What follows belongs to an exercise in optimizing a design on an open flow for small area, a short achievable clock period and few clock cycles per item; a production flow would make more cautious choices. In this exercise RTL edits were held to simulation tests only and were not proved equivalent to the original. Power and IR drop assume default switching activity.

## design.v

```verilog
`timescale 1ns/10ps
`default_nettype none
module register_bank_array #(
  parameter int warp_count = 4,
  localparam int words     = warp_count * 32,
  localparam int src_slots = 3
) (
  input  wire logic                              clk,
  input  wire logic                              rst_n,
  input  wire logic [warp_count-1:0]             rd_warp,
  input  wire logic [src_slots-1:0][31:0]        rd_sel,
  output logic [src_slots-1:0][31:0]             rd_data,
  input  wire logic [words-1:0]                  wr_en,
  input  wire logic [31:0]                       wr_data
);
  logic [warp_count-1:0][31:0][31:0] mem;
  logic [warp_count-1:0][31:0]       written;
  logic [31:0][31:0]                 warp_data;
  always_ff @(posedge clk or negedge rst_n) begin
    if (!rst_n) written <= '0;
    else        written <= written | wr_en;
  end
  always_ff @(posedge clk) begin
    for (int w = 0; w < words; w++)
      if (wr_en[w]) mem[w / 32][w % 32] <= wr_data;
  end
  logic [31:0] warp_written;
  always_comb begin
    for (int r = 0; r < 32; r++) begin
      warp_data[r]    = '0;
      warp_written[r] = 1'b0;
      for (int w = 0; w < warp_count; w++) begin
        warp_data[r]    = warp_data[r] | ({32{rd_warp[w]}} & mem[w][r]);
        warp_written[r] = warp_written[r] | (rd_warp[w] & written[w][r]);
      end
    end
    for (int k = 0; k < src_slots; k++) begin
      rd_data[k] = '0;
      for (int r = 0; r < 32; r++)
        rd_data[k] = rd_data[k] | ({32{rd_sel[k][r] & warp_written[r]}} & warp_data[r]);
    end
  end
endmodule
`default_nettype wire
`timescale 1ns/10ps
`default_nettype none
module register_file_arbiter #(
  parameter int warp_count = 4,
  localparam int warp_w    = (warp_count > 1) ? $clog2(warp_count) : 1,
  localparam int words     = warp_count * 32
) (
  input  wire logic              wb_valid,
  input  wire logic [warp_w-1:0] wb_warp,
  input  wire logic [4:0]        wb_reg,
  output logic [words-1:0]       wr_en
);
  always_comb begin
    for (int w = 0; w < words; w++)
      wr_en[w] = wb_valid && ({wb_warp, wb_reg} == (warp_w + 5)'(w));
  end
endmodule
`default_nettype wire
`timescale 1ns/10ps
`default_nettype none
module operand_collector #(
  parameter int warp_count     = 4,
  localparam int warp_w        = (warp_count > 1) ? $clog2(warp_count) : 1,
  localparam int src_slots     = 3
) (
  input  wire logic                              clk,
  input  wire logic                              rst_n,
  input  wire logic                              issue_valid,
  input  wire logic [warp_w-1:0]                 issue_warp,
  input  wire logic [src_slots-1:0][4:0]         issue_src,
  input  wire logic [src_slots-1:0]              issue_src_used,
  input  wire logic [7:0]                        issue_tag,
  output logic                                   issue_ready,
  output logic                                   dispatch_valid,
  output logic [7:0]                             dispatch_tag,
  output logic [src_slots-1:0][31:0]             dispatch_operands,
  output logic [warp_count-1:0]                  rd_warp,
  output logic [src_slots-1:0][31:0]             rd_sel,
  input  wire logic [src_slots-1:0][31:0]        rd_data
);
  assign issue_ready = 1'b1;
  always_comb begin
    for (int w = 0; w < warp_count; w++)
      rd_warp[w] = (issue_warp == warp_w'(w));
    for (int k = 0; k < src_slots; k++) begin
      for (int r = 0; r < 32; r++)
        rd_sel[k][r] = issue_src_used[k] && (issue_src[k] == 5'(r));
    end
  end
  always_ff @(posedge clk or negedge rst_n) begin
    if (!rst_n) dispatch_valid <= 1'b0;
    else        dispatch_valid <= issue_valid;
  end
  always_ff @(posedge clk) begin
    dispatch_tag      <= issue_tag;
    dispatch_operands <= rd_data;
  end
endmodule
`default_nettype wire
`timescale 1ns/10ps
`default_nettype none
module operand_stage_top #(
  parameter int collector_size = 2,
  parameter int warp_count     = 4,
  localparam int warp_w        = (warp_count > 1) ? $clog2(warp_count) : 1,
  localparam int idx_w         = (collector_size > 1) ? $clog2(collector_size) : 1,
  localparam int bank_num      = 4,
  localparam int src_slots     = 3
) (
  input  wire logic                           clk,
  input  wire logic                           rst_n,
  input  wire logic                           issue_valid,
  input  wire logic [warp_w-1:0]              issue_warp,
  input  wire logic [src_slots-1:0][4:0]      issue_src,
  input  wire logic [src_slots-1:0]           issue_src_used,
  input  wire logic [7:0]                     issue_tag,
  output logic                                issue_ready,
  input  wire logic                           wb_valid,
  input  wire logic [warp_w-1:0]              wb_warp,
  input  wire logic [4:0]                     wb_reg,
  input  wire logic [31:0]                    wb_data,
  output logic                                dispatch_valid,
  output logic [7:0]                          dispatch_tag,
  output logic [src_slots-1:0][31:0]          dispatch_operands
);
  localparam int words = warp_count * 32;
  logic [warp_count-1:0]            rd_warp;
  logic [src_slots-1:0][31:0]       rd_sel;
  logic [src_slots-1:0][31:0]       rd_data;
  logic [words-1:0]                 wr_en;
  operand_collector #(
    .warp_count (warp_count)
  ) collector0 (
    .clk               (clk),
    .rst_n             (rst_n),
    .issue_valid       (issue_valid),
    .issue_warp        (issue_warp),
    .issue_src         (issue_src),
    .issue_src_used    (issue_src_used),
    .issue_tag         (issue_tag),
    .issue_ready       (issue_ready),
    .dispatch_valid    (dispatch_valid),
    .dispatch_tag      (dispatch_tag),
    .dispatch_operands (dispatch_operands),
    .rd_warp           (rd_warp),
    .rd_sel            (rd_sel),
    .rd_data           (rd_data)
  );
  register_file_arbiter #(
    .warp_count (warp_count)
  ) arbiter0 (
    .wb_valid (wb_valid),
    .wb_warp  (wb_warp),
    .wb_reg   (wb_reg),
    .wr_en    (wr_en)
  );
  register_bank_array #(
    .warp_count (warp_count)
  ) banks0 (
    .clk     (clk),
    .rst_n   (rst_n),
    .rd_warp (rd_warp),
    .rd_sel  (rd_sel),
    .rd_data (rd_data),
    .wr_en   (wr_en),
    .wr_data (wb_data)
  );
endmodule
`default_nettype wire
```

## run.sh

```bash
#!/bin/bash
# synth_recipe.tcl (not shown) runs the flow's synth.tcl, then flattens the netlist and writes it again
# the make line also repeats each setting of config.mk as NAME=value (left out here)
make -C /OpenROAD-flow-scripts/flow DESIGN_CONFIG=/design/flow/config.mk WORK_HOME=/design/flow/orfs CLKGATE_MAP_FILE= SYNTH_SCRIPT=/design/flow/synth_recipe.tcl finish
```

## config.mk

```make
export PLATFORM = sky130hd
export DESIGN_NAME = operand_stage_top
export DESIGN_NICKNAME = operand_stage_top
export VERILOG_FILES = /design/flow/design.v
export SDC_FILE = /design/flow/constraint.sdc
export NUM_CORES = 4
export LEC_CHECK = 0
export CAP_MARGIN = 20
export CORE_MARGIN = 2
export CORE_UTILIZATION = 40
export MIN_ROUTING_LAYER = met2
export SETUP_SLACK_MARGIN = 4.5
export SLEW_MARGIN = 20
export TNS_END_PERCENT = 100
```

## constraint.sdc

```tcl
create_clock -name core_clock -period 8.0 [get_ports {clk}]
set_input_delay 1.6000 -clock core_clock [delete_from_list [all_inputs] [get_ports {clk}]]
set_output_delay 1.6000 -clock core_clock [all_outputs]
set_load 0.01 [all_outputs]
```

==> flow_metrics.env, run 1 <==
export IMPL_cts_sinks=4329
export IMPL_synthDistinctLibCells=44
export IMPL_grt_use_total_pct=73.2
export IMPL_grt_max_degree=128
export IMPL_grt_pass1_vias=161585
export IMPL_placementRows=241
export IMPL_overflow=431
export IMPL_io_pins=177
export IMPL_hpwl_mm=614
export IMPL_syn_inst=8558
export IMPL_start_util_pct=40.1
export IMPL_htreeDepth=5
export IMPL_grt_pass1_wl_mm=1380
export IMPL_die_h_um=661
export IMPL_clock_path_buffers=4
export IMPL_avgSynthCellArea_um2=20.2
export IMPL_ys_seq_area_share_pct=74.3
export IMPL_die_w_um=661
export IMPL_syn_cell_area_mm2=0.173
export IMPL_status="aborted with a tool error"
export IMPL_place_congestion=1.07
export IMPL_synth_seq_cells=4329
export IMPL_io_buffers=175
export IMPL_synth_fp_nets=8629
export IMPL_cts_made_buffers=455
export IMPL_clock_root_buffer="clkbuf_16"
export IMPL_stop_stage="global routing (5_1_grt)"
export IMPL_error="[ERROR GRT-0116] Global routing finished with congestion. Check the congestion regions in the DRC Viewer."
export IMPL_ys_warn_count=3
## synth_stat cells (all sizes together)
cell        n  share of area, %
inv         1            0.0022
a21boi      1            0.0044
nor4bb     10             0.058
a22o        8             0.041
a2bb2o      2             0.012
and4       12             0.061
o2bb2ai     7             0.036
dfxtp     104               1.2
dfrtp     129               1.9
nor3        1            0.0029
o21ai       1            0.0029
a2bb2oi     2             0.010
nand4     400               1.4
nor2      136              0.30
or3b        1            0.0051
a2111oi     2             0.010
a21oi       5             0.014
or4        93              0.40
and3       96              0.35
and2        4             0.014
or2       128              0.46
and4b      10             0.058
clkbuf    389              0.85
o2bb2a      1            0.0058
nand3b      2            0.0087
nor4        5             0.018
nand3      16             0.046
o22ai       7             0.025
edfxtp   4096                71
mux4     1056                14
a21o        1            0.0044
o21a        1            0.0044
a22oi    1491               6.5
conb        1            0.0022
nor4b       5             0.025
nand2      58              0.13
o2111ai     1            0.0051
nor2b      14             0.051
buf       261              0.95
## how the worst max path moves through the flow
stage	startpoint	to	depth (start not counted)
CTS	issue_warp[1]	collector0.dispatch_operands[85]	13
detailed placement	wb_reg[3]	banks0.mem[2417]	5
global placement	wb_reg[1]	banks0.mem[3018]	5
floorplan	wb_valid	banks0.mem[512]	5
## through the flow
stage	power (µW)	std cells	setup WS, ns	utilization, %	instance area (µm²)
3_5_place_dp	28300	14230	1.76	42.8	184000
4_1_cts	49600	15561	4.38	47.9	206000
3_3_place_gp	28200	14220	1.86	42.7	184000
2_1_floorplan	26800	8558	4.18	-	175000
## per-layer routing
metal  overflow  GRT usage (%)
met3        368           82.4
met2         12           78.0
met1          -              -
met5         44           63.7
met4          7           49.7
## what timing repair did
| item | 4_1_cts |
|---|---|
| gates resized for setup | 628 |
| endpoints found under the setup margin | 4276 |
| cloned | 64 |
| hold buffers | 0 |
| setup buffers | 410 |
| pin swaps | 138 |
## power groups by stage
| stage | Clock (µW) | Sequential [µW] | Combinational (µW) |
|---|---|---|---|
| 2_1_floorplan | 0 | 25500 | 1230 |
| 3_3_place_gp | 0 | 25600 | 2620 |
| 3_5_place_dp | 0 | 25600 | 2640 |
| 4_1_cts | 21400 | 25100 | 3020 |
## kinds of logic after synthesis
group                  after synthesis  synth area share [%]
buffers and inverters              651                  1.80
other                                1               0.00217
flip-flops                        4329                  74.3
AND/OR/NAND/NOR                    991                  3.44
multiplexers                      1056                  13.8
AO/OA/AOI/OAI                     1530                  6.66
Testbench counts, summed over its fixed seeds: cycles 2,637, items 2,048.
==> run 2: changes to the inputs <==
--- a/design.v
+++ b/design.v
@@ -24,7 +24,9 @@
     for (int w = 0; w < words; w++)
       if (wr_en[w]) mem[w / 32][w % 32] <= wr_data;
   end
-  logic [31:0] warp_written;
+  logic [31:0]                 warp_written;
+  logic [src_slots-1:0]        src_written;
+  logic [src_slots-1:0][31:0]  src_data;
   always_comb begin
     for (int r = 0; r < 32; r++) begin
       warp_data[r]    = '0;
@@ -35,9 +37,13 @@
       end
     end
     for (int k = 0; k < src_slots; k++) begin
-      rd_data[k] = '0;
-      for (int r = 0; r < 32; r++)
-        rd_data[k] = rd_data[k] | ({32{rd_sel[k][r] & warp_written[r]}} & warp_data[r]);
+      src_data[k]    = '0;
+      src_written[k] = 1'b0;
+      for (int r = 0; r < 32; r++) begin
+        src_data[k]    = src_data[k] | ({32{rd_sel[k][r]}} & warp_data[r]);
+        src_written[k] = src_written[k] | (rd_sel[k][r] & warp_written[r]);
+      end
+      rd_data[k] = {32{src_written[k]}} & src_data[k];
     end
   end
 endmodule
==> flow/run.sh (new file) <==
#!/bin/bash
# The standard layout, with a global routing layer adjustment that keeps
# more of met1 free for pin access. make's output goes to make.log.
set -euo pipefail
export FASTROUTE_TCL="$PWD/flow/fastroute.tcl"
bash standard.sh > make.log 2>&1
==> flow/fastroute.tcl (new file) <==
# Less global routing on met1, where pin access needs room
set_global_routing_layer_adjustment met1 0.5
set_global_routing_layer_adjustment met2-$::env(MAX_ROUTING_LAYER) 0.2

set_routing_layers -clock $::env(MIN_CLK_ROUTING_LAYER)-$::env(MAX_ROUTING_LAYER)
set_routing_layers -signal $::env(MIN_ROUTING_LAYER)-$::env(MAX_ROUTING_LAYER)
==> standard.sh (new file) <==
#!/bin/bash
# synth_recipe.tcl (not shown) runs the flow's synth.tcl, then flattens the netlist and writes it again
# the make line also repeats each setting of config.mk as NAME=value (left out here)
make -C /OpenROAD-flow-scripts/flow DESIGN_CONFIG=/design/flow/config.mk WORK_HOME=/design/flow/orfs CLKGATE_MAP_FILE= SYNTH_SCRIPT=/design/flow/synth_recipe.tcl "${@:-finish}"
--- a/config.mk
+++ b/config.mk
@@ -6,9 +6,10 @@
 export NUM_CORES = 4
 export LEC_CHECK = 0
 export CAP_MARGIN = 20
+export CELL_PAD_IN_SITES_DETAIL_PLACEMENT = 1
+export CELL_PAD_IN_SITES_GLOBAL_PLACEMENT = 2
 export CORE_MARGIN = 2
-export CORE_UTILIZATION = 40
-export MIN_ROUTING_LAYER = met2
+export CORE_UTILIZATION = 35
 export SETUP_SLACK_MARGIN = 4.5
 export SLEW_MARGIN = 20
 export TNS_END_PERCENT = 100
removed: run.sh
==> flow_metrics.env, run 2 <==
export IMPL_place_inst=15185
export IMPL_postLayoutCellArea_mm2=0.209
export IMPL_ys_warn_count=3
export IMPL_preCtsSetupSlack_ns=1.90
export IMPL_die_w_um=706
export IMPL_synth_fp_nets=8634
export IMPL_setup_slack_ns=4.19
export IMPL_start_util_pct=35.2
export IMPL_ir_drop_uv=198
export IMPL_io_buffers=175
export IMPL_grt_max_degree=117
export IMPL_cts_sinks=4329
export IMPL_fin_skew_ns=0.138
export IMPL_grt_pass1_wl_mm=1210
export IMPL_fillCellCount=45795
export IMPL_antenna_found_initial=111
export IMPL_p_per_area_mw_per_mm2=241
export IMPL_overflow=0
export IMPL_largest_register_ffs=4096
export IMPL_cts_made_buffers=462
export IMPL_fin_cells=16534
export IMPL_clk_pin_slew_ns=0.06
export IMPL_ant_nets=0
export IMPL_hold_buffers=0
export IMPL_yosys_top_cells_area="edfxtp_1, mux4_2, a22oi_1"
export IMPL_io_pins=177
export IMPL_slew_violations=0
export IMPL_avgSynthCellArea_um2=20.1
export IMPL_crit_fanout=6
export IMPL_place_congestion=1.01
export IMPL_yosysMostFrequentCell="edfxtp_1"
export IMPL_ys_seq_area_share_pct=74.4
export IMPL_vias_per_cell=6.75
export IMPL_drive_gt1_share_pct=33.3
export IMPL_fmax_ghz=0.263
export IMPL_clock_root_buffer="clkbuf_16"
export IMPL_yosys_area_top_type="edfxtp_1"
export IMPL_area_growth_synth_to_final_pct=21.3
export IMPL_first_pass_iters=9
export IMPL_status="no timing/DRC/antenna violations"
export IMPL_final_common_cell="edfxtp_1"
export IMPL_worst_slew_pin_transition_ns=1.11
export IMPL_final_cell_mix="edfxtp_1, a22oi_1, mux4_2"
export IMPL_drc=0
export IMPL_period_needed_ns=3.81
export IMPL_dieArea_mm2=0.498
export IMPL_hold_violations=0
export IMPL_finalSetupTns_ns=0
export IMPL_ys_async_sr_fraction_pct=2.98
export IMPL_dpl_cell_area_mm2=0.187
export IMPL_insertion_delay_ns=1.10
export IMPL_reg_top3="banks0.mem: 4096 flops, banks0.written: 128 flops, collector0.dispatch_operands: 96 flops"
export IMPL_cts_tree="done"
export IMPL_worstPathArrival_ns=4.65
export IMPL_synth_common_cells="edfxtp_1, a22oi_1, mux4_2"
export IMPL_drv_cap=0
export IMPL_htreeDepth=5
export IMPL_clock_path_buffers=4
export IMPL_nNetsFinal=9630
export IMPL_yosys_area_top_type_share_pct=71.4
export IMPL_synth_edff_count=4096
export IMPL_placementRows=257
export IMPL_multiInputGateArea_mm2=0.0446
export IMPL_synth_seq_cells=4329
export IMPL_synthDistinctLibCells=30
export IMPL_hpwl_mm=604
export IMPL_cp_start_kind="input pin"
export IMPL_syn_cell_area_mm2=0.172
export IMPL_grt_use_total_pct=43.0
export IMPL_core_area_mm2=0.490
export IMPL_finalCritPeriodShare_pct=47.6
export IMPL_ff_latch_area_mm2=0.128
export IMPL_worst_setup_path_type="in2reg"
export IMPL_rsz0062_at_grt="true"
export IMPL_finalWirelength_mm=960
export IMPL_p_leak_uw=0.0656
export IMPL_cp_end_kind="flop"
export IMPL_setup_viol=0
export IMPL_routedWlPerCell_um=58.0
export IMPL_cp_data_required_time_ns=8.84
export IMPL_syn_inst=8563
export IMPL_route_vias_total=111596
export IMPL_relSlewSlack_pct=25.9
export IMPL_grt_pass1_vias=113030
export IMPL_drt_iter0_markers=13506
export IMPL_regMostFlops="banks0.mem"
export IMPL_ys_flop_type="edfxtp_1"
export IMPL_p_total_uw=50300
export IMPL_hp_class="reg2reg"
export IMPL_die_h_um=706
==> run 2: cell types whose count changed after synthesis, sizes merged, moves of 9 or more <==
cell and change:
nand2 -39, nor2 +176, nor4bb -10, and4 -12, nor3 +9, and3 -96, a22oi +93, or4 -93
and4b -10, buf -78, clkbuf -10, nor4 +95
==> run 2: final cells by class <==
cell class | count | share of cell area, %
tap | 6475 | 3.87
sequential | 4329 | 61.4
antenna | 101 | 0.121
timing repair buffer | 1093 | 6.06
inverter | 1 | 0.00179
multi-input combinational | 3672 | 21.3
clock inverter | 271 | 1.38
clock buffer | 592 | 5.83
==> run 2: report_power, final <==
part / internal [µW] / leakage (µW) / switching, µW / total, µW
registers: 25000 / 0.0394 / 106 / 25100
logic: 1100 / 0.0188 / 2480 / 3580
clock network: 12200 / 0.00731 / 9490 / 21700
==> run 2: metrics by stage <==
stage,hold WS [ns],util [%]
after floorplan,0.434,-
after global placement,0.443,38.0
after detailed placement,0.450,38.1
after CTS,0.429,42.2
after global routing,0.477,42.6
final,0.465,42.7
==> run 2: path summary, 6_finish.rpt <==
check | start | endpoint | slack, ns | cells after the start
worst max-delay path | issue_warp[0] | collector0.dispatch_operands[50] | 4.19 | 15
worst min-delay path | banks0.written[91] | banks0.written[91] | 0.46 | 1
worst max register to register | banks0.mem[3499] | collector0.dispatch_operands[11] | 5.10 | 5
worst min register to register | banks0.written[91] | banks0.written[91] | 0.46 | 1
max in group asynchronous | rst_n | banks0.written[0] | 6.18 | 2
min in group asynchronous | rst_n | banks0.written[72] | 0.49 | 1
==> run 2: kinds of logic (layout without fill, tap and decap cells) <==
| family | count (synthesis) | count (layout) | share of synthesized area [%] |
|---|---|---|---|
| compound gates | 1584 | 1584 | 6.90 |
| buf+inv | 563 | 1957 | 1.56 |
| flops | 4329 | 4329 | 74.4 |
| mux | 1056 | 1056 | 13.8 |
| other cells | 1 | 102 | 0.00218 |
| simple gates | 1030 | 1031 | 3.30 |
==> run 2: worst max-delay path: stages <==
cell and delay (ns):
buf_16 0.18, buf_12 0.15, buf_12 0.11, buf_16 0.15, buf_12 0.13, buf_16 0.13, mux4_2 0.67, a22oi_2 0.23
nand4_1 0.22, nor4_4 0.30, buf_4 0.18, buf_12 0.16, buf_12 0.11, buf_16 0.20, nor2_4 0.04
==> run 2: layer usage <==
metal,track usage (%),share of wire [%],vias up
met2,53.1,42,9870
met3,32.8,19,2693
met5,6.08,0.41,-
li1,-,-,39452
met4,24.2,7.4,134
met1,57.4,32,59447
==> run 2: repair_timing <==
action | CTS | global route
pin swaps | 126 | 96
cloned | 36 | 13
resized for setup | 522 | 232
setup buffers | 258 | 78
setup endpoints to repair | 4280 | 889
Testbench counts of run 2, summed over its fixed seeds: cycles 2,637, items 2,048.
==> run 3: changes to the inputs <==
--- a/design.v
+++ b/design.v
@@ -55,14 +55,28 @@
   localparam int warp_w    = (warp_count > 1) ? $clog2(warp_count) : 1,
   localparam int words     = warp_count * 32
 ) (
+  input  wire logic              clk,
+  input  wire logic              rst_n,
   input  wire logic              wb_valid,
   input  wire logic [warp_w-1:0] wb_warp,
   input  wire logic [4:0]        wb_reg,
-  output logic [words-1:0]       wr_en
-);
+  input  wire logic [31:0]       wb_data,
+  output logic [words-1:0]       wr_en,
+  output logic [31:0]            wr_data
+);
+  logic                    wb_valid_q;
+  logic [warp_w+4:0]       wb_addr_q;
+  always_ff @(posedge clk or negedge rst_n) begin
+    if (!rst_n) wb_valid_q <= 1'b0;
+    else        wb_valid_q <= wb_valid;
+  end
+  always_ff @(posedge clk) begin
+    wb_addr_q <= {wb_warp, wb_reg};
+    wr_data   <= wb_data;
+  end
   always_comb begin
     for (int w = 0; w < words; w++)
-      wr_en[w] = wb_valid && ({wb_warp, wb_reg} == (warp_w + 5)'(w));
+      wr_en[w] = wb_valid_q && (wb_addr_q == (warp_w + 5)'(w));
   end
 endmodule
 `default_nettype wire
@@ -88,21 +102,27 @@
   output logic [src_slots-1:0][31:0]             rd_sel,
   input  wire logic [src_slots-1:0][31:0]        rd_data
 );
+  logic       iss_valid;
+  logic [7:0] iss_tag;
   assign issue_ready = 1'b1;
-  always_comb begin
+  always_ff @(posedge clk or negedge rst_n) begin
+    if (!rst_n) begin
+      iss_valid      <= 1'b0;
+      dispatch_valid <= 1'b0;
+    end else begin
+      iss_valid      <= issue_valid;
+      dispatch_valid <= iss_valid;
+    end
+  end
+  always_ff @(posedge clk) begin
+    iss_tag <= issue_tag;
     for (int w = 0; w < warp_count; w++)
-      rd_warp[w] = (issue_warp == warp_w'(w));
+      rd_warp[w] <= (issue_warp == warp_w'(w));
     for (int k = 0; k < src_slots; k++) begin
       for (int r = 0; r < 32; r++)
-        rd_sel[k][r] = issue_src_used[k] && (issue_src[k] == 5'(r));
-    end
-  end
-  always_ff @(posedge clk or negedge rst_n) begin
-    if (!rst_n) dispatch_valid <= 1'b0;
-    else        dispatch_valid <= issue_valid;
-  end
-  always_ff @(posedge clk) begin
-    dispatch_tag      <= issue_tag;
+        rd_sel[k][r] <= issue_src_used[k] && (issue_src[k] == 5'(r));
+    end
+    dispatch_tag      <= iss_tag;
     dispatch_operands <= rd_data;
   end
 endmodule
@@ -138,6 +158,7 @@
   logic [src_slots-1:0][31:0]       rd_sel;
   logic [src_slots-1:0][31:0]       rd_data;
   logic [words-1:0]                 wr_en;
+  logic [31:0]                      wr_data;
   operand_collector #(
     .warp_count (warp_count)
   ) collector0 (
@@ -159,10 +180,14 @@
   register_file_arbiter #(
     .warp_count (warp_count)
   ) arbiter0 (
+    .clk      (clk),
+    .rst_n    (rst_n),
     .wb_valid (wb_valid),
     .wb_warp  (wb_warp),
     .wb_reg   (wb_reg),
-    .wr_en    (wr_en)
+    .wb_data  (wb_data),
+    .wr_en    (wr_en),
+    .wr_data  (wr_data)
   );
   register_bank_array #(
     .warp_count (warp_count)
@@ -173,7 +198,7 @@
     .rd_sel  (rd_sel),
     .rd_data (rd_data),
     .wr_en   (wr_en),
-    .wr_data (wb_data)
+    .wr_data (wr_data)
   );
 endmodule
 `default_nettype wire
==> flow/fastroute.tcl (replaced) <==
# Less global routing on met1 and met2, where pin access needs room
set_global_routing_layer_adjustment met1 0.7
set_global_routing_layer_adjustment met2 0.35
set_global_routing_layer_adjustment met3-$::env(MAX_ROUTING_LAYER) 0.2

set_routing_layers -clock $::env(MIN_CLK_ROUTING_LAYER)-$::env(MAX_ROUTING_LAYER)
set_routing_layers -signal $::env(MIN_ROUTING_LAYER)-$::env(MAX_ROUTING_LAYER)
==> flow_metrics.env, run 3 <==
export IMPL_fillCellCount=47798
export IMPL_ys_flop_type="edfxtp_1"
export IMPL_placementRows=257
export IMPL_synth_fp_nets=11256
export IMPL_ir_drop_uv=215
export IMPL_hold_violations=0
export IMPL_hpwl_mm=528
export IMPL_die_w_um=706
export IMPL_p_sw_share_pct=23.8
export IMPL_yosys_top_cells_area="edfxtp_1, a22oi_1, dfxtp_1"
export IMPL_regMostFlops="banks0.mem"
export IMPL_ff_latch_area_mm2=0.132
export IMPL_yosys_area_top_type_share_pct=71.4
export IMPL_routedWlPerCell_um=48.6
export IMPL_cp_end_kind="flop"
export IMPL_slew_violations=0
export IMPL_fin_skew_ns=0.0629
export IMPL_finalCritPeriodShare_pct=46.5
export IMPL_dieArea_mm2=0.498
export IMPL_first_pass_iters=5
export IMPL_start_util_pct=35.2
export IMPL_combPwrFrac_pct=5.9
export IMPL_yosys_area_top_type="edfxtp_1"
export IMPL_synth_seq_cells=4478
export IMPL_syn_cell_area_mm2=0.172
export IMPL_wl_met1_mm=222
export IMPL_grt_max_degree=132
export IMPL_cts_made_buffers=518
export IMPL_fmax_ghz=0.269
export IMPL_clock_path_buffers=4
export IMPL_crit_fanout=27
export IMPL_route_vias_total=118902
export IMPL_highest_layer="met5"
export IMPL_grt_pass1_vias=131504
export IMPL_pwr_share_seq_pct=48.6
export IMPL_drive_gt1_share_pct=16.4
export IMPL_reg2regPathDepth=10
export IMPL_setup_slack_ns=4.28
export IMPL_reg_top3="banks0.mem: 4096 flops, banks0.written: 128 flops"
export IMPL_relSlewSlack_pct=11.7
export IMPL_p_clk_share_pct=45.5
export IMPL_cts_tree="done"
export IMPL_vias_per_cell=6.37
export IMPL_wl_met3_mm=223
export IMPL_ys_seq_area_share_pct=76.2
export IMPL_clock_root_buffer="clkbuf_16"
export IMPL_nNetsFinal=11705
export IMPL_status="no timing/DRC/antenna violations"
export IMPL_dpl_cell_area_mm2=0.184
export IMPL_drt_iter0_markers=7332
export IMPL_grt_pass1_wl_mm=1180
export IMPL_clk_pin_slew_ns=0.06
export IMPL_rsz0062_at_grt="true"
export IMPL_yosysMostFrequentCell="edfxtp_1"
export IMPL_fin_cells=18668
export IMPL_drv_cap=0
export IMPL_cp_data_required_time_ns=8.95
export IMPL_finalSetupTns_ns=0
export IMPL_worstReg2RegStart="collector0.rd_warp[1]"
export IMPL_synth_common_cells="edfxtp_1, a22oi_1, nand2_1"
export IMPL_switchingPower_uw=12800
export IMPL_multiInputGateArea_mm2=0.0394
export IMPL_worstPathArrival_ns=4.67
export IMPL_ys_async_sr_fraction_pct=2.93
export IMPL_hold_buffers=0
export IMPL_finalWirelength_mm=907
export IMPL_r2r_end="collector0.dispatch_operands[62]"
export IMPL_synth_edff_count=4096
export IMPL_place_inst=17421
export IMPL_hp_class="reg2reg"
export IMPL_die_h_um=706
export IMPL_htreeDepth=6
export IMPL_cts_sinks=4478
export IMPL_p_leak_uw=0.0674
export IMPL_overflow=0
export IMPL_largest_register_ffs=4096
export IMPL_worst_setup_path_type="reg2reg"
export IMPL_core_area_mm2=0.490
export IMPL_hold_slack_ns=0.326
export IMPL_io_buffers=175
export IMPL_worst_slew_pin_transition_ns=1.32
export IMPL_reg2reg_slack_ns=4.28
export IMPL_grt_use_total_pct=48.7
export IMPL_preCtsSetupSlack_ns=3.80
export IMPL_place_congestion=0.993
export IMPL_cp_start_kind="flop"
export IMPL_final_cell_mix="edfxtp_1, a22oi_1, nand2_1"
export IMPL_crit_start="collector0.rd_warp[1]"
export IMPL_antenna_found_initial=136
export IMPL_avgSynthCellArea_um2=15.4
export IMPL_drc=0
export IMPL_cp_endpoint="collector0.dispatch_operands[62]"
export IMPL_synthDistinctLibCells=29
export IMPL_insertion_delay_ns=1.13
export IMPL_ant_nets=0
export IMPL_io_pins=177
export IMPL_postLayoutCellArea_mm2=0.206
export IMPL_setup_viol=0
export IMPL_area_growth_synth_to_final_pct=19.6
export IMPL_ys_warn_count=3
export IMPL_wl_met2_mm=361
export IMPL_syn_inst=11185
export IMPL_final_common_cell="edfxtp_1"
export IMPL_period_needed_ns=3.72
export IMPL_p_per_area_mw_per_mm2=260
export IMPL_p_int_uw=40800
==> run 3: cell types whose count changed after synthesis, sizes merged, moves of 8 or more <==
| cell | before | now |
|---|---|---|
| buf | 183 | 101 |
| nand4b | 8 | 0 |
| nor2 | 312 | 327 |
| dfxtp | 104 | 251 |
| o21ai | 0 | 48 |
| nand3 | 16 | 29 |
| nor2b | 6 | 15 |
| a22o | 0 | 32 |
| nand2 | 19 | 1062 |
| a22oi | 1584 | 3640 |
| mux4 | 1056 | 0 |
| clkbuf | 379 | 793 |
==> run 3: kinds of logic (layout without fill, tap and decap cells) <==
kind of cell / count (synthesis) / after routing / share of synthesized area, %
simple gates: 2091 / 2092 / 5.66
compound gates: 3720 / 3720 / 16.2
other cells: 1 / 143 / 0.00218
buf+inv: 895 / 1760 / 2.00
flops: 4478 / 4478 / 76.2
==> run 3: how the worst min path moves through the flow <==
| stage | start | slack, ns | cells past startpoint | end |
|---|---|---|---|---|
| global route | rst_n | 0.34 | 1 | arbiter0.wb_valid_q |
| CTS | rst_n | 0.29 | 1 | arbiter0.wb_valid_q |
| finish | collector0.iss_tag[0] | 0.33 | 0 | collector0.dispatch_tag[0] |
| global placement | collector0.iss_tag[4] | 0.31 | 0 | collector0.dispatch_tag[4] |
| floorplan | collector0.iss_tag[0] | 0.31 | 0 | collector0.dispatch_tag[0] |
| detailed placement | collector0.iss_tag[6] | 0.32 | 0 | collector0.dispatch_tag[6] |
==> run 3: layout make-up <==
cell class                 instances  share of cell area [%]
clock inverter                   253                    1.49
timing repair buffer             822                    4.62
sequential                      4478                    63.8
inverter                           1                 0.00182
clock buffer                     684                    6.86
multi-input combinational       5813                    19.1
antenna                          142                   0.172
tap                             6475                    3.93
==> run 3: routing by layer <==
layer  GRT usage, %  vias up
li1               -    46990
met1           65.8    56792
met2           58.9    11914
met3           44.1     3036
met4           33.1      170
met5           8.30        -
==> run 3: power groups by stage <==
stage	clock network (µW)	registers, µW	logic, µW
after global routing	25500	26100	3350
after CTS	24700	26100	2980
after detailed placement	0	26600	2820
after global placement	0	26500	2730
final	24400	26100	3190
after floorplan	0	26500	1250
==> run 3: worst max-delay path, stage by stage, from the launching register on <==
cell	delay, ns
dfxtp_4	0.38
buf_4	0.21
buf_16	0.21
buf_12	0.18
clkbuf_16	0.22
a22oi_1	0.18
nand2_1	0.12
a22oi_1	0.24
nand4_1	1.01
nor4_4	0.64
nor2_2	0.09
==> run 3: through the flow <==
step	util, %	total power, µW
2_1_floorplan	-	27700
3_3_place_gp	37.4	29300
3_5_place_dp	37.6	29400
4_1_cts	41.6	53700
5_1_grt	42.1	54900
6_report	42.1	53600
==> run 3: timing repair <==
action / in CTS / in global routing
gates resized for setup: 494 / 172
cloned: 25 / 22
setup buffers: 50 / 47
endpoints found under the setup margin: 472 / 520
pin swaps: 75 / 91
endpoints found under the hold margin: 0 / 0
Testbench counts of run 3, summed over its fixed seeds: cycles 2,738, items 2,048.
==> run 4: changes to the inputs <==
--- a/config.mk
+++ b/config.mk
@@ -7,9 +7,11 @@
 export LEC_CHECK = 0
 export CAP_MARGIN = 20
 export CELL_PAD_IN_SITES_DETAIL_PLACEMENT = 1
-export CELL_PAD_IN_SITES_GLOBAL_PLACEMENT = 2
+export CELL_PAD_IN_SITES_GLOBAL_PLACEMENT = 1
 export CORE_MARGIN = 2
-export CORE_UTILIZATION = 35
-export SETUP_SLACK_MARGIN = 4.5
+export CORE_UTILIZATION = 45
+export CTS_CLUSTER_DIAMETER = 120
+export CTS_CLUSTER_SIZE = 22
+export SETUP_SLACK_MARGIN = 4.4
 export SLEW_MARGIN = 20
 export TNS_END_PERCENT = 100
==> flow_metrics.env, run 4 <==
export IMPL_synth_common_cells="edfxtp_1, a22oi_1, nand2_1"
export IMPL_grt_pass1_vias=131171
export IMPL_nNetsFinal=11266
export IMPL_synth_fp_nets=11256
export IMPL_fin_skew_ns=0.0596
export IMPL_start_util_pct=45.2
export IMPL_overflow=0
export IMPL_synthDistinctLibCells=29
export IMPL_final_common_cell="edfxtp_1"
export IMPL_drv_cap=0
export IMPL_ys_flop_type="edfxtp_1"
export IMPL_syn_cell_area_mm2=0.172
export IMPL_ys_async_sr_fraction_pct=2.93
export IMPL_holdPathStages=0
export IMPL_reg2reg_slack_ns=3.87
export IMPL_clock_path_buffers=4
export IMPL_regMostFlops="banks0.mem"
export IMPL_grt_pass1_wl_mm=1130
export IMPL_setup_slack_ns=3.87
export IMPL_hpwl_mm=493
export IMPL_worst_setup_path_type="reg2reg"
export IMPL_fmax_ghz=0.242
export IMPL_vias_per_cell=7.12
export IMPL_drt_iter0_markers=8107
export IMPL_path_buf_inv=2
export IMPL_insertion_delay_ns=1.04
export IMPL_cp_start_kind="flop"
export IMPL_hp_class="reg2reg"
export IMPL_first_pass_iters=6
export IMPL_cts_sinks=4478
export IMPL_setup_viol=0
export IMPL_yosysMostFrequentCell="edfxtp_1"
export IMPL_clock_root_buffer="clkbuf_16"
export IMPL_cp_data_required_time_ns=8.86
export IMPL_synth_seq_cells=4478
export IMPL_cts_tree="done"
export IMPL_critPathMaxStageDelay_ns=1.08
export IMPL_io_pins=177
export IMPL_drc=0
export IMPL_synth_edff_count=4096
export IMPL_io_buffers=175
export IMPL_crit_family="simple AND/OR/NAND/NOR gates"
export IMPL_relSlewSlack_pct=8.17
export IMPL_period_needed_ns=4.13
export IMPL_drive_gt1_share_pct=10.8
export IMPL_dieArea_mm2=0.388
export IMPL_preCtsSetupSlack_ns=3.27
export IMPL_cts_made_buffers=227
export IMPL_yosys_area_top_type="edfxtp_1"
export IMPL_fillCellCount=35964
export IMPL_hold_slack_ns=0.334
export IMPL_die_h_um=623
export IMPL_hold_violations=0
export IMPL_finalWirelength_mm=852
export IMPL_cp_common_cell="a22oi_1"
export IMPL_place_congestion=1.08
export IMPL_clk_pin_slew_ns=0.10
export IMPL_largest_register_ffs=4096
export IMPL_antenna_found_initial=180
export IMPL_finalCritPeriodShare_pct=51.6
export IMPL_reg2regPathDepth=8
export IMPL_yosys_top_cells_area="edfxtp_1, a22oi_1, dfxtp_1"
export IMPL_final_cell_mix="edfxtp_1, a22oi_1, nand2_1"
export IMPL_worstPathArrival_ns=4.99
export IMPL_ys_warn_count=3
export IMPL_routedWlPerCell_um=51.2
export IMPL_ant_nets=0
export IMPL_final_util_pct=50.0
export IMPL_avgSynthCellArea_um2=15.4
export IMPL_hold_end="collector0.dispatch_tag[3]"
export IMPL_htreeDepth=4
export IMPL_worstReg2RegStart="collector0.rd_warp[1]"
export IMPL_finalSetupTns_ns=0
export IMPL_yosys_area_top_type_share_pct=71.4
export IMPL_crit_fanout=117
export IMPL_p_total_uw=42100
export IMPL_syn_inst=11185
export IMPL_path_cells="buf_12, buf_16, a22oi_1, nand2_1, a22oi_1, nand4_1, nor4_2, nor2_1"
export IMPL_cp_end_kind="flop"
export IMPL_route_vias_total=118366
export IMPL_p_per_area_mw_per_mm2=221
export IMPL_placementRows=227
export IMPL_rsz0062_at_grt="true"
export IMPL_status="no timing/DRC/antenna violations"
export IMPL_die_w_um=623
export IMPL_worstHoldStart="collector0.iss_tag[3]"
export IMPL_worst_slew_pin_transition_ns=1.37
export IMPL_p_leak_uw=0.0609
export IMPL_area_growth_synth_to_final_pct=10.7
export IMPL_r2r_end="collector0.dispatch_operands[70]"
export IMPL_ys_seq_area_share_pct=76.2
export IMPL_slew_violations=0
export IMPL_cp_slowest_cell="nand4_1"
export IMPL_grt_use_total_pct=59.4
export IMPL_reg_top3="banks0.mem: 4096 flops, banks0.written: 128 flops"
export IMPL_ir_drop_uv=217
export IMPL_grt_max_degree=143
export IMPL_core_area_mm2=0.382
run 4: kinds of logic after synthesis:
logic type / after synthesis / synth area share (%)
other: 1 / 0.00218
buffers and inverters: 895 / 2.00
DFF: 4478 / 76.2
and+or+nand+nor: 2091 / 5.66
AOI/OAI and AO/OA: 3720 / 16.2
run 4: how the worst max path moves through the flow:
stage,from,end,cells past startpoint
2_1_floorplan,arbiter0.wb_addr_q[5],banks0.mem[1120],5
3_3_place_gp,collector0.rd_warp[2],collector0.dispatch_operands[6],9
4_1_cts,collector0.rd_warp[2],collector0.dispatch_operands[23],9
3_5_place_dp,collector0.rd_warp[2],collector0.dispatch_operands[86],9
5_1_grt,collector0.rd_warp[1],collector0.dispatch_operands[70],8
6_report,collector0.rd_warp[1],collector0.dispatch_operands[70],8
run 4: worst reg2reg max path, cell delays in order, from the launching register on:
cell     delay [ns]
dfxtp_4        0.45
buf_12         0.23
buf_16         0.88
a22oi_1        0.17
nand2_1        0.22
a22oi_1        0.23
nand4_1        1.08
nor4_2         0.66
nor2_1         0.08
run 4: area by class of cell:
| type | instances | area, µm² | share of cell area (%) |
|---|---|---|---|
| sequential | 4478 | 132000 | 69.0 |
| multi-input combinational | 5812 | 38900 | 20.4 |
| timing repair buffer | 675 | 6880 | 3.61 |
| clock buffer | 396 | 6310 | 3.31 |
| tap | 5038 | 6300 | 3.30 |
| antenna | 209 | 523 | 0.274 |
| clock inverter | 15 | 240 | 0.126 |
| inverter | 1 | 3.75 | 0.00197 |
run 4: timing repair:
| item | CTS | global route |
|---|---|---|
| gates cloned | 12 | 8 |
| buffers inserted | 39 | 11 |
| setup endpoints to repair | 478 | 255 |
| pin swaps | 45 | 48 |
| resized for setup | 284 | 65 |
| hold buffers | 0 | 0 |
run 4: per-layer routing:
metal,GRT usage [%],vias up,part of all wire (%)
met3,55.1,3653,25
met4,43.6,215,11
met1,75.7,56147,24
li1,-,45863,-
met2,69.8,12488,39
met5,20.4,-,0.84
run 4: power breakdown:
group          leakage (µW)  internal, µW  switching, µW
clock               0.00310          5420           7710
combinational        0.0171           686           2350
sequential           0.0407         25700            294
run 4: per-stage QoR:
stage                     cells  instance area [µm²]
after CTS                 16377               189000
after floorplan           11185               172000
after global placement    15909               181000
after detailed placement  15915               181000
final                     16624               191000
after global routing      16571               191000
==> run 5: changes to the inputs <==
--- a/config.mk
+++ b/config.mk
@@ -5,7 +5,7 @@
 export SDC_FILE = /design/flow/constraint.sdc
 export NUM_CORES = 4
 export LEC_CHECK = 0
-export CAP_MARGIN = 20
+export CAP_MARGIN = 40
 export CELL_PAD_IN_SITES_DETAIL_PLACEMENT = 1
 export CELL_PAD_IN_SITES_GLOBAL_PLACEMENT = 1
 export CORE_MARGIN = 2
@@ -13,5 +13,5 @@
 export CTS_CLUSTER_DIAMETER = 120
 export CTS_CLUSTER_SIZE = 22
 export SETUP_SLACK_MARGIN = 4.4
-export SLEW_MARGIN = 20
+export SLEW_MARGIN = 60
 export TNS_END_PERCENT = 100
==> flow_metrics.env, run 5 <==
export IMPL_start_util_pct=45.2
export IMPL_first_pass_iters=6
export IMPL_synth_seq_cells=4478
export IMPL_period_needed_ns=3.62
export IMPL_p_leak_uw=0.0640
export IMPL_nNetsFinal=11696
export IMPL_insertion_delay_ns=1.06
export IMPL_syn_cell_area_mm2=0.172
export IMPL_regMostFlops="banks0.mem"
export IMPL_ys_async_sr_fraction_pct=2.93
export IMPL_grt_use_total_pct=59.1
export IMPL_route_vias_total=119832
export IMPL_drive_gt1_share_pct=14.0
export IMPL_die_h_um=623
export IMPL_p_clk_share_pct=31.1
export IMPL_worstPathArrival_ns=2.02
export IMPL_crit_start="collector0.dispatch_operands[25]"
export IMPL_die_w_um=623
export IMPL_yosys_top_cells_area="edfxtp_1, a22oi_1, dfxtp_1"
export IMPL_vias_per_cell=7.02
export IMPL_ys_warn_count=3
export IMPL_final_cell_mix="edfxtp_1, a22oi_1, nand2_1"
export IMPL_path_buf_inv=1
export IMPL_fin_cells=17071
export IMPL_combPwrFrac_pct=7.8
export IMPL_p_sw_share_pct=24.4
export IMPL_ys_seq_area_share_pct=76.2
export IMPL_grt_pass1_wl_mm=1130
export IMPL_fin_skew_ns=0.0561
export IMPL_cp_start_kind="flop"
export IMPL_area_growth_synth_to_final_pct=14.5
export IMPL_dieArea_mm2=0.388
export IMPL_finalWirelength_mm=844
export IMPL_final_common_cell="edfxtp_1"
export IMPL_htreeDepth=4
export IMPL_worst_setup_path_type="reg2out"
export IMPL_p_int_uw=32000
export IMPL_core_area_mm2=0.382
export IMPL_switchingPower_uw=10300
export IMPL_clk_pin_slew_ns=0.10
export IMPL_relSlewSlack_pct=52.9
export IMPL_cts_tree="done"
export IMPL_hpwl_mm=521
export IMPL_cp_data_required_time_ns=6.40
export IMPL_p_total_uw=42300
export IMPL_largest_register_ffs=4096
export IMPL_synth_edff_count=4096
export IMPL_ant_nets=0
export IMPL_critPathMaxStageDelay_ns=0.55
export IMPL_io_buffers=175
export IMPL_io_pins=177
export IMPL_fmax_ghz=0.276
export IMPL_reg_top3="banks0.mem: 4096 flops, banks0.written: 128 flops"
export IMPL_final_util_pct=51.7
export IMPL_setup_viol=0
export IMPL_drc=0
export IMPL_clock_path_buffers=4
export IMPL_yosys_area_top_type="edfxtp_1"
export IMPL_pwr_share_seq_pct=61.1
export IMPL_worstReg2RegStart="collector0.rd_warp[2]"
export IMPL_cp_slowest_cell="dfxtp_4"
export IMPL_crit_fanout=1
export IMPL_hold_violations=0
export IMPL_slew_violations=0
export IMPL_syn_inst=11185
export IMPL_worst_slew_pin_transition_ns=0.704
export IMPL_synth_common_cells="edfxtp_1, a22oi_1, nand2_1"
export IMPL_clock_root_buffer="clkbuf_16"
export IMPL_grt_pass1_vias=133942
export IMPL_routedWlPerCell_um=49.4
export IMPL_yosysMostFrequentCell="edfxtp_1"
export IMPL_yosys_area_top_type_share_pct=71.4
export IMPL_avgSynthCellArea_um2=15.4
export IMPL_drt_iter0_markers=7892
export IMPL_cts_made_buffers=227
export IMPL_synth_fp_nets=11256
export IMPL_status="no timing/DRC/antenna violations"
export IMPL_antenna_found_initial=163
export IMPL_grt_max_degree=94
export IMPL_p_per_area_mw_per_mm2=215
export IMPL_place_inst=16353
export IMPL_finalSetupTns_ns=0
export IMPL_synthDistinctLibCells=29
export IMPL_crit_family="flip-flops"
export IMPL_hp_class="reg2reg"
export IMPL_cts_sinks=4478
export IMPL_finalCritPeriodShare_pct=45.2
export IMPL_drv_cap=0
export IMPL_ir_drop_uv=185
export IMPL_worstHoldStart="collector0.iss_tag[7]"
export IMPL_path_cells="clkdlybuf4s15_1"
export IMPL_place_congestion=1.08
export IMPL_cp_end_kind="primary output"
export IMPL_placementRows=227
export IMPL_ys_flop_type="edfxtp_1"
export IMPL_overflow=0
export IMPL_rsz0062_at_grt="true"
## run 5: cell counts after synthesis
No cell type changed its count.
## run 5: what timing repair did
item,4_1_cts,5_1_grt
hold buffers,0,0
gates cloned,1,3
pin swaps,3,9
buffers inserted,0,8
endpoints found under the hold margin,0,0
gates resized for setup,193,38
setup endpoints to repair,116,65
## run 5: cell type report
type | instances | area, µm²
inverter | 1 | 3.75
multi-input combinational | 5812 | 38800
clock inverter | 13 | 190
fill | 35747 | 184000
antenna | 223 | 558
sequential | 4478 | 132000
tap | 5038 | 6300
timing repair buffer | 1105 | 13400
clock buffer | 401 | 6400
## run 5: final timing paths
kind / endpoint / slack, ns / cells after the start
setup / recovery: dispatch_operands[25] / 4.38 / 1
hold / removal: collector0.dispatch_tag[7] / 0.33 / 0
setup reg to reg: collector0.dispatch_operands[50] / 4.42 / 10
hold reg to reg: collector0.dispatch_tag[7] / 0.33 / 0
max in group asynchronous: banks0.written[90] / 6.68 / 3
min in group asynchronous: banks0.written[32] / 0.45 / 1
## run 5: metal layers
metal  part of all wire [%]  track usage (%)
met1                     24             77.1
met2                     39             70.4
met3                     25             53.9
met4                     11             42.1
met5                   0.84             18.1
## run 5: power by group through the flow
| stage | registers (µW) | logic (µW) | clock network, µW |
|---|---|---|---|
| after global placement | 26500 | 2710 | 0 |
| after floorplan | 26500 | 1250 | 0 |
| after CTS | 25900 | 3130 | 13300 |
| after detailed placement | 26400 | 3130 | 0 |
| final | 25900 | 3310 | 13200 |
| after global routing | 25900 | 3440 | 13900 |
## run 5: stage by stage
step | hold slack (ns) | worst slack, ns | area, µm²
3_5_place_dp | 0.314 | 4.28 | 188000
4_1_cts | 0.338 | 4.40 | 195000
6_report | 0.334 | 4.38 | 197000
2_1_floorplan | 0.310 | 4.89 | 172000
5_1_grt | 0.344 | 4.31 | 197000
3_3_place_gp | 0.317 | 3.24 | 181000
## run 5: cells by family (layout without fill, tap and decap cells)
group / count (synthesis) / count (layout) / synth area share, %
flops: 4478 / 4478 / 76.2
compound gates: 3720 / 3720 / 16.2
simple gates: 2091 / 2091 / 5.66
other cells: 1 / 224 / 0.00218
buf+inv: 895 / 1520 / 2.00
==> run 6: changes to the inputs <==
--- a/config.mk
+++ b/config.mk
@@ -5,7 +5,7 @@
 export SDC_FILE = /design/flow/constraint.sdc
 export NUM_CORES = 4
 export LEC_CHECK = 0
-export CAP_MARGIN = 40
+export CAP_MARGIN = 50
 export CELL_PAD_IN_SITES_DETAIL_PLACEMENT = 1
 export CELL_PAD_IN_SITES_GLOBAL_PLACEMENT = 1
 export CORE_MARGIN = 2
@@ -13,5 +13,5 @@
 export CTS_CLUSTER_DIAMETER = 120
 export CTS_CLUSTER_SIZE = 22
 export SETUP_SLACK_MARGIN = 4.4
-export SLEW_MARGIN = 60
+export SLEW_MARGIN = 75
 export TNS_END_PERCENT = 100
==> flow_metrics.env, run 6 <==
export IMPL_status="no timing/DRC/antenna violations"
export IMPL_worstHoldStart="collector0.iss_tag[7]"
export IMPL_fin_skew_ns=0.0699
export IMPL_setup_slack_ns=4.39
export IMPL_grt_pass1_vias=139442
export IMPL_critPathMaxStageDelay_ns=0.57
export IMPL_setup_viol=0
export IMPL_r2r_end="collector0.dispatch_operands[25]"
export IMPL_largest_register_ffs=4096
export IMPL_synth_common_cells="edfxtp_1, a22oi_1, nand2_1"
export IMPL_drt_iter0_markers=7992
export IMPL_finalSetupTns_ns=0
export IMPL_hold_slack_ns=0.335
export IMPL_preCtsSetupSlack_ns=4.10
export IMPL_hpwl_mm=613
export IMPL_path_buf_inv=1
export IMPL_p_per_area_mw_per_mm2=202
export IMPL_cts_tree="done"
export IMPL_holdPathStages=0
export IMPL_overflow=0
export IMPL_synthDistinctLibCells=29
export IMPL_p_leak_uw=0.0703
export IMPL_insertion_delay_ns=1.04
export IMPL_ys_warn_count=3
export IMPL_route_vias_total=124517
export IMPL_vias_per_cell=6.92
export IMPL_start_util_pct=45.2
export IMPL_clock_root_buffer="clkbuf_16"
export IMPL_placementRows=227
export IMPL_yosys_area_top_type="edfxtp_1"
export IMPL_cp_start_kind="flop"
export IMPL_postLayoutCellArea_mm2=0.211
export IMPL_final_common_cell="edfxtp_1"
export IMPL_core_area_mm2=0.382
export IMPL_first_pass_iters=8
export IMPL_syn_cell_area_mm2=0.172
export IMPL_reg2reg_slack_ns=4.40
export IMPL_worst_setup_path_type="reg2out"
export IMPL_crit_family="buffers and inverters"
export IMPL_muxShareOfSynthArea_pct=0
export IMPL_path_cells="clkdlybuf4s50_1"
export IMPL_yosysMostFrequentCell="edfxtp_1"
export IMPL_place_congestion=1.08
export IMPL_finalWirelength_mm=860
export IMPL_drv_cap=0
export IMPL_hold_violations=0
export IMPL_cp_end_kind="primary output"
export IMPL_final_cell_mix="edfxtp_1, a22oi_1, nand2_1"
export IMPL_cts_made_buffers=226
export IMPL_io_pins=177
export IMPL_reg_top3="banks0.mem: 4096 flops, banks0.written: 128 flops"
export IMPL_hp_class="reg2reg"
export IMPL_slew_violations=0
export IMPL_synth_fp_nets=11256
export IMPL_rsz0062_at_grt="true"
export IMPL_crit_fanout=1
export IMPL_regMostFlops="banks0.mem"
export IMPL_io_buffers=175
export IMPL_period_needed_ns=3.61
export IMPL_grt_max_degree=64
export IMPL_antenna_found_initial=118
export IMPL_avgSynthCellArea_um2=15.4
export IMPL_dieArea_mm2=0.388
export IMPL_nNetsFinal=12529
export IMPL_synthXorXnorAreaFrac_pct=0
export IMPL_finalCritPeriodShare_pct=45.1
export IMPL_grt_pass1_wl_mm=1150
export IMPL_hold_buffers=0
export IMPL_ir_drop_uv=252
export IMPL_area_growth_synth_to_final_pct=22.4
export IMPL_routedWlPerCell_um=47.8
export IMPL_cp_slowest_cell="clkdlybuf4s50_1"
export IMPL_ys_seq_area_share_pct=76.2
export IMPL_hold_end="collector0.dispatch_tag[7]"
export IMPL_synthAdderAreaFrac_pct=0
export IMPL_wl_met2_mm=338
export IMPL_synth_seq_cells=4478
export IMPL_cts_sinks=4478
export IMPL_fmax_ghz=0.277
export IMPL_wl_met3_mm=214
export IMPL_highest_layer="met5"
export IMPL_clock_path_buffers=4
export IMPL_yosys_area_share_simple_pct=5.66
export IMPL_yosys_top_cells_area="edfxtp_1, a22oi_1, dfxtp_1"
export IMPL_cp_data_required_time_ns=6.40
export IMPL_p_total_uw=42700
export IMPL_reg2regPathDepth=17
export IMPL_die_h_um=623
export IMPL_syn_inst=11185
export IMPL_drc=0
export IMPL_wl_met1_mm=203
export IMPL_yosys_area_top_type_share_pct=71.4
export IMPL_drive_gt1_share_pct=20.9
export IMPL_ys_flop_type="edfxtp_1"
export IMPL_synth_compound_area_share_pct=16.2
export IMPL_ys_async_sr_fraction_pct=2.93
export IMPL_grt_use_total_pct=60.1
export IMPL_synth_edff_count=4096
export IMPL_die_w_um=623
export IMPL_worstReg2RegStart="collector0.rd_warp[3]"
export IMPL_dpl_cell_area_mm2=0.203
export IMPL_synth_top_family_by_area="compound AO/OA/AOI/OAI gates"
export IMPL_worstPathArrival_ns=2.01
export IMPL_clk_pin_slew_ns=0.10
export IMPL_ant_nets=0
export IMPL_htreeDepth=4
run 6: cell counts after synthesis:
Identical to the previous run, type by type.
run 6: metrics by stage:
stage	std cells	utilization [%]
2_1_floorplan	11185	-
3_3_place_gp	15909	47.5
3_5_place_dp	17230	53.1
4_1_cts	17639	54.8
5_1_grt	17949	55.2
6_report	17999	55.3
run 6: where the power goes:
group	total, µW	internal, µW	switching (µW)
Clock	13100	5480	7650
Sequential	25800	25700	183
Combinational	3740	1150	2600
run 6: layer usage:
metal | global-route usage, % | vias to the layer above
met4 | 42.3 | 205
met2 | 72.1 | 13479
li1 | - | 48593
met5 | 20.8 | -
met3 | 54.1 | 4082
met1 | 78.4 | 58158
run 6: logic make-up (layout without fill, tap and decap cells):
logic type,Yosys count,count (layout)
compound gates,3720,3720
flops,4478,4478
simple gates,2091,2091
other cells,1,325
buf+inv,895,2347
run 6: worst max-delay path by stage:
stage | startpoint | endpoint | slack, ns | cells after the start
after floorplan | arbiter0.wb_addr_q[5] | banks0.mem[1120] | 4.89 | 5
final | collector0.dispatch_operands[35] | dispatch_operands[35] | 4.39 | 1
after global routing | collector0.rd_warp[1] | collector0.dispatch_operands[3] | 4.35 | 16
after detailed placement | collector0.rd_warp[1] | collector0.dispatch_operands[21] | 4.10 | 17
after CTS | collector0.rd_warp[3] | collector0.dispatch_operands[21] | 4.14 | 18
after global placement | collector0.rd_warp[2] | collector0.dispatch_operands[6] | 3.24 | 9
run 6: final cells by class:
cell class                      count  area [µm²]
Tap cell                         5038        6300
Fill cell                       35182      171000
Timing Repair Buffer             1939       26000
Clock buffer                      397        6370
Inverter                            1        3.75
Multi-Input combinational cell   5812       39600
Antenna cell                      324         811
Sequential cell                  4478      132000
Clock inverter                     10         166
run 6: what timing repair did:
item | 4_1_cts | 5_1_grt
buffers inserted | 2 | 7
resized for setup | 165 | 77
pin swaps | 2 | 19
endpoints found under the setup margin | 97 | 60
cloned | 0 | 3
==> run 7: changes to the inputs <==
--- a/config.mk
+++ b/config.mk
@@ -5,7 +5,7 @@
 export SDC_FILE = /design/flow/constraint.sdc
 export NUM_CORES = 4
 export LEC_CHECK = 0
-export CAP_MARGIN = 50
+export CAP_MARGIN = 30
 export CELL_PAD_IN_SITES_DETAIL_PLACEMENT = 1
 export CELL_PAD_IN_SITES_GLOBAL_PLACEMENT = 1
 export CORE_MARGIN = 2
@@ -13,5 +13,5 @@
 export CTS_CLUSTER_DIAMETER = 120
 export CTS_CLUSTER_SIZE = 22
 export SETUP_SLACK_MARGIN = 4.4
-export SLEW_MARGIN = 75
+export SLEW_MARGIN = 45
 export TNS_END_PERCENT = 100
==> flow_metrics.env, run 7 <==
export IMPL_cts_sinks=4478
export IMPL_nNetsFinal=11403
export IMPL_grt_use_total_pct=59.2
export IMPL_yosysMostFrequentCell="edfxtp_1"
export IMPL_worst_setup_path_type="reg2reg"
export IMPL_cp_end_kind="flop"
export IMPL_worstHoldStart="collector0.iss_tag[5]"
export IMPL_drive_gt1_share_pct=11.8
export IMPL_r2r_end="collector0.dispatch_operands[25]"
export IMPL_reg2reg_slack_ns=4.26
export IMPL_die_h_um=623
export IMPL_cp_start_kind="flop"
export IMPL_hold_end="collector0.dispatch_tag[5]"
export IMPL_final_common_cell="edfxtp_1"
export IMPL_period_needed_ns=3.74
export IMPL_clock_path_buffers=4
export IMPL_p_leak_uw=0.0619
export IMPL_syn_cell_area_mm2=0.172
export IMPL_clock_root_buffer="clkbuf_16"
export IMPL_ys_flop_type="edfxtp_1"
export IMPL_synth_seq_cells=4478
export IMPL_reg2regPathDepth=10
export IMPL_worst_slew_pin_transition_ns=0.990
export IMPL_htreeDepth=4
export IMPL_synth_fp_nets=11256
export IMPL_syn_inst=11185
export IMPL_first_pass_iters=5
export IMPL_ys_seq_area_share_pct=76.2
export IMPL_p_per_area_mw_per_mm2=218
export IMPL_die_w_um=623
export IMPL_final_cell_mix="edfxtp_1, a22oi_1, nand2_1"
export IMPL_core_area_mm2=0.382
export IMPL_finalSetupTns_ns=0
export IMPL_status="no timing/DRC/antenna violations"
export IMPL_grt_max_degree=139
export IMPL_synthDistinctLibCells=29
export IMPL_cp_slowest_cell="nand4_1"
export IMPL_hold_violations=0
export IMPL_yosys_area_top_type="edfxtp_1"
export IMPL_ys_warn_count=3
export IMPL_worstReg2RegStart="collector0.rd_warp[1]"
export IMPL_synth_common_cells="edfxtp_1, a22oi_1, nand2_1"
export IMPL_dieArea_mm2=0.388
export IMPL_reg_top3="banks0.mem: 4096 flops, banks0.written: 128 flops"
export IMPL_holdPathStages=0
export IMPL_ys_async_sr_fraction_pct=2.93
export IMPL_worstPathArrival_ns=4.64
export IMPL_setup_viol=0
export IMPL_io_pins=177
export IMPL_fin_skew_ns=0.0763
export IMPL_slew_violations=0
export IMPL_start_util_pct=45.2
export IMPL_p_total_uw=42300
export IMPL_regMostFlops="banks0.mem"
export IMPL_yosys_top_cells_area="edfxtp_1, a22oi_1, dfxtp_1"
export IMPL_routedWlPerCell_um=50.5
export IMPL_fmax_ghz=0.268
export IMPL_dpl_cell_area_mm2=0.184
export IMPL_path_buf_inv=4
export IMPL_crit_fanout=97
export IMPL_clk_pin_slew_ns=0.10
export IMPL_ant_nets=0
export IMPL_hold_buffers=0
export IMPL_finalCritPeriodShare_pct=46.7
export IMPL_path_cells="buf_12, buf_16, buf_16, a22oi_1, nand2_1, a22oi_1, nand4_1, buf_8, nor4_2, nor2_2"
export IMPL_drt_iter0_markers=8177
export IMPL_ir_drop_uv=252
export IMPL_largest_register_ffs=4096
export IMPL_synth_edff_count=4096
export IMPL_grt_pass1_vias=131959
export IMPL_placementRows=227
export IMPL_finalWirelength_mm=848
export IMPL_avgSynthCellArea_um2=15.4
export IMPL_critPathMaxStageDelay_ns=0.64
export IMPL_yosys_area_top_type_share_pct=71.4
export IMPL_relSlewSlack_pct=33.8
export IMPL_cts_made_buffers=227
export IMPL_antenna_found_initial=169
export IMPL_grt_pass1_wl_mm=1120
export IMPL_cp_data_required_time_ns=8.90
export IMPL_place_congestion=1.08
export IMPL_drv_cap=0
export IMPL_io_buffers=175
export IMPL_fin_cells=16790
export IMPL_overflow=0
export IMPL_vias_per_cell=7.08
export IMPL_hpwl_mm=505
export IMPL_hp_class="reg2reg"
export IMPL_place_inst=16068
export IMPL_crit_family="buffers and inverters"
export IMPL_area_growth_synth_to_final_pct=12.2
export IMPL_drc=0
export IMPL_cts_tree="done"
export IMPL_rsz0062_at_grt="true"
export IMPL_route_vias_total=118911
export IMPL_postLayoutCellArea_mm2=0.193
export IMPL_insertion_delay_ns=1.05
-- run 7: cell types whose count changed in the layout (fill, tap and decap cells not counted), sizes merged, moves of 3 or more --
cell,change
clkinv,+3
clkdlybuf4s18,-33
bufbuf,+4
buf,-1104
diode,-86
dlygate4sd2,-4
clkdlybuf4s50,+17
clkbuf,-5
-- run 7: per-stage QoR --
| stage | worst slack, ns | hold slack, ns | util (%) |
|---|---|---|---|
| finish | 4.26 | 0.333 | 50.7 |
| global route | 4.25 | 0.347 | 50.6 |
| CTS | 4.40 | 0.337 | 50.1 |
| detailed placement | 3.69 | 0.314 | 48.3 |
| global placement | 3.24 | 0.317 | 47.5 |
| floorplan | 4.89 | 0.310 | - |
-- run 7: final cells by class --
class                           instances  area, µm²
Fill cell                           35854     188000
Sequential cell                      4478     132000
Multi-Input combinational cell       5812      38800
Timing Repair Buffer                  812       9490
Clock buffer                          399       6410
Tap cell                             5038       6300
Antenna cell                          238        596
Clock inverter                         12        181
Inverter                                1       3.75
-- run 7: routing by layer --
| layer | GRT usage, % | routed length [µm] |
|---|---|---|
| met3 | 54.4 | 212000 |
| met5 | 21.1 | 7590 |
| met4 | 41.7 | 91300 |
| met1 | 76.7 | 204000 |
| met2 | 70.1 | 333000 |
-- run 7: worst register-to-register path: stages, from the launching register on --
cell     delay [ns]
dfxtp_4        0.45
buf_12         0.26
buf_16         0.47
buf_16         0.25
a22oi_1        0.40
nand2_1        0.17
a22oi_1        0.22
nand4_1        0.64
buf_8          0.43
nor4_2         0.28
nor2_2         0.05
-- run 7: timing repair --
item / 4_1_cts / 5_1_grt
resized for setup: 227 / 61
endpoints found under the setup margin: 185 / 102
setup buffers: 2 / 3
pin swaps: 5 / 37
cloned: 4 / 6
-- run 7: how the worst max path moves through the flow --
stage / slack [ns] / startpoint / depth (start not counted) / endpoint
finish: 4.26 / collector0.rd_warp[1] / 10 / collector0.dispatch_operands[25]
global route: 4.25 / collector0.rd_warp[3] / 9 / collector0.dispatch_operands[48]
CTS: 4.40 / collector0.rd_warp[3] / 9 / collector0.dispatch_operands[45]
detailed placement: 3.69 / collector0.rd_warp[0] / 10 / collector0.dispatch_operands[6]
global placement: 3.24 / collector0.rd_warp[2] / 9 / collector0.dispatch_operands[6]
floorplan: 4.89 / arbiter0.wb_addr_q[5] / 5 / banks0.mem[1120]
-- run 7: where the power goes --
part,switching [µW],internal (µW)
combinational,2410,743
clock,7710,5490
sequential,235,25700
-- run 7: cell families (layout without fill, tap and decap cells) --
logic type,count (synthesis),count (layout),synth area share [%]
AOI/OAI and AO/OA,3720,3720,16.2
buffers and inverters,895,1224,2.00
DFF,4478,4478,76.2
other,1,239,0.00218
and+or+nand+nor,2091,2091,5.66

[afterwards: timing with drivers on the ports]
The flow's constraints put no driver on any port. The routed layouts listed below were extracted and timed again, unchanged, in two steps.
Step 1 (the two cells are an assumption about what drives the block):
set clk [get_ports {clk}]
set_driving_cell -lib_cell sky130_fd_sc_hd__clkbuf_16 $clk
set_driving_cell -lib_cell sky130_fd_sc_hd__buf_2 [delete_from_list [all_inputs] $clk]
Step 2 times the ports against the registers' clock, not the clock port: input delays grow and output delays shrink by t, the midpoint of the rising clock arrivals with the driver on.
a / b / c = ideal ports / drivers / drivers and shift; a / b = the first two.
run | t (ns) | setup WS [ns] | hold slack, ns | latest minus earliest clock arrival (ns)
run 2 | 1.166 | 4.190 / 3.633 / 2.467 | 0.465 / 0.398 / 0.465 | 0.142 / 0.142
run 3 | 1.232 | 4.284 / 4.284 / 4.284 | 0.326 / 0.259 / 0.326 | 0.063 / 0.063
run 4 | 1.135 | 3.870 / 3.870 / 3.870 | 0.334 / 0.334 / 0.334 | 0.063 / 0.063
run 5 | 1.155 | 4.382 / 4.260 / 4.414 | 0.334 / 0.334 / 0.334 | 0.060 / 0.060
run 6 | 1.131 | 4.390 / 4.267 / 4.402 | 0.335 / 0.280 / 0.335 | 0.072 / 0.072
run 7 | 1.145 | 4.262 / 4.262 / 4.261 | 0.333 / 0.333 / 0.333 | 0.076 / 0.076
After both steps setup and hold are still met in every run listed. For run 2, which loses most, drivers alone change the setup slack by -0.557 ns; drivers and shift together by -1.723 ns.
